This is an optimization exercise on Yosys and OpenROAD, whose aim is small area, a short achievable clock period and few clock cycles per item, not a production implementation.
Function was checked by simulation only, so behaviour that the tests miss may differ from the original.
Power and IR drop assume default switching activity.

## heading_pid_steer_controller
module heading_pid_steer_controller (
   input  logic                  clock,
   input  logic                  reset,
   input  logic                  req_valid,
   output logic                  req_ready,
   input  logic [OP_W-1:0]       req_op,
   input  logic [ANGLE_IN_W-1:0] req_angle_in,
   input  logic [THROTTLE_W-1:0] req_throttle_in,
   input  logic                  req_enable_in,
   output logic                  rsp_valid,
   input  logic                  rsp_ready,
   output logic [STEER_W-1:0]    rsp_steer_out,
   output logic [THROTTLE_W-1:0] rsp_throttle_out,
   output logic                  rsp_in_band,
   input  logic                  csr_wr_en,
   input  logic [CSR_IDX_W-1:0]  csr_index,
   input  logic [CSR_DATA_W-1:0] csr_wr_data
);
Size: ~4200 cells after synthesis, roughly 600 flip-flops.
clock: 6.0 ns
lec_check: 0
abc_clock_period_in_ps: 3500
cap_margin: 20
core_margin: 2
core_utilization: 40
setup_slack_margin: 2.0
slew_margin: 20
run.sh (not shown) runs the stock make flow with config.mk's settings and CLKGATE_MAP_FILE= SYNTH_SCRIPT=/design/flow/synth_recipe.tcl, a recipe that flattens the netlist after the stock synthesis.
The first run finished with timing, DRC and antenna clean.
Testbench counts at the start, summed over its fixed seeds: cycles 8,109, items 1,961.
Edit:
--- a/flow/design.v
+++ b/flow/design.v
@@ -121,29 +121,24 @@
    input  logic                   req_valid,
    output logic                   req_ready,
    input  logic [OP_W-1:0]        req_op,
    input  logic [ANGLE_IN_W-1:0]  req_angle_in,
    input  logic [THROTTLE_W-1:0]  req_throttle_in,
    input  logic                   req_enable_in,
    output logic                   rsp_valid,
    input  logic                   rsp_ready,
    output logic [STEER_W-1:0]     rsp_steer_out,
    output logic [THROTTLE_W-1:0]  rsp_throttle_out,
    output logic                   rsp_in_band
 );
-   logic                  c_v;
-   logic [OP_W-1:0]       c_op;
-   logic [ANGLE_IN_W-1:0] c_data;
-   logic                  c_en;
-   logic signed [2:0]     c_k;
    logic                  f1_v;
    logic [OP_W-1:0]       f1_op;
    logic [HEADING_W-1:0]  f1_w;
    logic                  f1_en;
    logic                        f3_v, f3_dis;
    logic signed [HEADING_W-1:0] f3_err;
    logic signed [HEADING_W-1:0]  yaw, target, prev;
    logic                         yaw_seen, enabled, clr_pend;
    logic signed [THROTTLE_W-1:0] thr;
    logic signed [INTEG_W-1:0]    integ;
    localparam logic [1:0] J_DIS  = 2'd0;
    localparam logic [1:0] J_BAND = 2'd1;
@@ -167,80 +162,76 @@
    logic                         b_dz;
    logic signed [ACC_W-1:0]      acc;
    logic signed [HEADING_W-1:0] w;
    logic                        jump, tick_on;
    logic signed [HEADING_W-1:0] err;
    logic                        inband;
    logic signed [DIFF_W-1:0]    diff;
    logic                        stall, adv;
    always_comb begin
       logic                         d_hi, d_lo;
       logic signed [HEADING_W-1:0]  e_0, e_m, e_p;
       logic [HEADING_W-1:0]         eabs;
-      w = c_data[HEADING_W-1:0] - HEADING_W'(c_k * TWO_PI_Q);
       jump = ((DIFF_W'($signed(f1_w)) - DIFF_W'(target) - DIFF_W'(TARGET_JUMP_MAX + 1)) >= 0) ||
              ((DIFF_W'(target) - DIFF_W'($signed(f1_w)) - DIFF_W'(TARGET_JUMP_MAX + 1)) >= 0);
       tick_on = (f1_op == OP_TICK) && enabled && yaw_seen;
       d_hi = (DIFF_W'(target) - DIFF_W'(yaw) - DIFF_W'(PI_Q + 1)) >= 0;
       d_lo = (DIFF_W'(target) - DIFF_W'(yaw) + DIFF_W'(PI_Q)) < 0;
       e_0  = target - yaw;
       e_m  = target - yaw - HEADING_W'(TWO_PI_Q);
       e_p  = target - yaw + HEADING_W'(TWO_PI_Q);
       if (d_hi)      err = e_m;
       else if (d_lo) err = e_p;
       else           err = e_0;
       eabs   = f3_err[HEADING_W-1] ? -f3_err : f3_err;
       inband = eabs < HEADING_W'(error_band);
       diff   = DIFF_W'(f3_err) - DIFF_W'(prev);
       stall = f3_v && j_v && !j_take;
       adv   = !stall;
    end
-   assign req_ready = !c_v || adv;
+   assign req_ready = !f1_v || adv;
    logic signed [2:0] in_k;
    always_comb begin
       logic signed [ANGLE_IN_W-1:0] x;
+      logic [HEADING_W-1:0]         d_in;
       x = req_angle_in;
       if (req_op == OP_THROTTLE)              in_k = 3'sd0;
       else if (x > ANGLE_IN_W'(5 * PI_Q))     in_k = 3'sd3;
       else if (x > ANGLE_IN_W'(3 * PI_Q))     in_k = 3'sd2;
       else if (x > ANGLE_IN_W'(PI_Q))         in_k = 3'sd1;
       else if (x < -(ANGLE_IN_W'(5 * PI_Q)))  in_k = -3'sd3;
       else if (x < -(ANGLE_IN_W'(3 * PI_Q)))  in_k = -3'sd2;
       else if (x < -(ANGLE_IN_W'(PI_Q)))      in_k = -3'sd1;
       else                                    in_k = 3'sd0;
+      d_in = (req_op == OP_THROTTLE) ? HEADING_W'(req_throttle_in) : x[HEADING_W-1:0];
+      w    = d_in - HEADING_W'(in_k * TWO_PI_Q);
    end
    always_ff @(posedge clock) begin
       if (reset) begin
-         c_v  <= 1'b0;
          f1_v <= 1'b0;
          f3_v <= 1'b0;
       end else if (adv) begin
-         c_v  <= req_valid;
-         f1_v <= c_v;
+         f1_v <= req_valid;
          f3_v <= f1_v && (tick_on || ((f1_op == OP_ENABLE) && !f1_en && enabled));
       end else if (req_valid && req_ready) begin
-         c_v <= 1'b1;
+         f1_v <= 1'b1;
       end
    end
    always_ff @(posedge clock) begin
       if (req_valid && req_ready) begin
-         c_op   <= req_op;
-         c_data <= (req_op == OP_THROTTLE) ? ANGLE_IN_W'(req_throttle_in) : req_angle_in;
-         c_en   <= req_enable_in;
-         c_k    <= in_k;
+         f1_op  <= req_op;
+         f1_w   <= w;
+         f1_en  <= req_enable_in;
       end
       if (adv) begin
-         f1_op  <= c_op;
-         f1_w   <= w;
-         f1_en  <= c_en;
          f3_dis <= (f1_op == OP_ENABLE);
          f3_err <= err;
       end
    end
    always_ff @(posedge clock) begin
       if (reset) begin
          yaw      <= '0;
          yaw_seen <= 1'b0;
          target   <= '0;
          enabled  <= 1'b0;
          prev     <= '0;
          clr_pend <= 1'b0;
Outcome:
- setup slack is worse by 0.41 ns
- power is higher by well over a third
- via count is lower slightly
- synthesized area is lower slightly
- worst hold slack is worse by 0.018 ns
- routed wire length is lower by a few percent
- cell area is about the same
- die area is lower slightly
Testbench counts after the change, summed over its fixed seeds: cycles 8,093, items 1,961.

==> afterwards: timing with drivers on the ports <==
How much do the figures lean on ideal ports? The routed layouts below were timed once more, with nothing changed but the port constraints.
Step 1 sets driving cells, clkbuf_16 on the clock port and buf_2 on the other inputs (assumed; they add their load-dependent delay and slew).
Step 2 also shifts input and output timing later by t, the mid clock arrival at the registers, as if the neighbouring blocks saw the same clock.
a / b / c = ideal ports / drivers / drivers and shift; a / b = the first two.
run	shift t [ns]	setup WS [ns]	worst data-port slew with drivers (ns)
the first run	0.680	2.013 / 2.013 / 1.956	0.19
the second run	0.679	1.606 / 1.637 / 0.957	0.16
After both steps setup and hold are still met in every run listed. The setup slack of the second run, which loses most, moves by +0.031 ns with the drivers and by -0.649 ns with both steps.
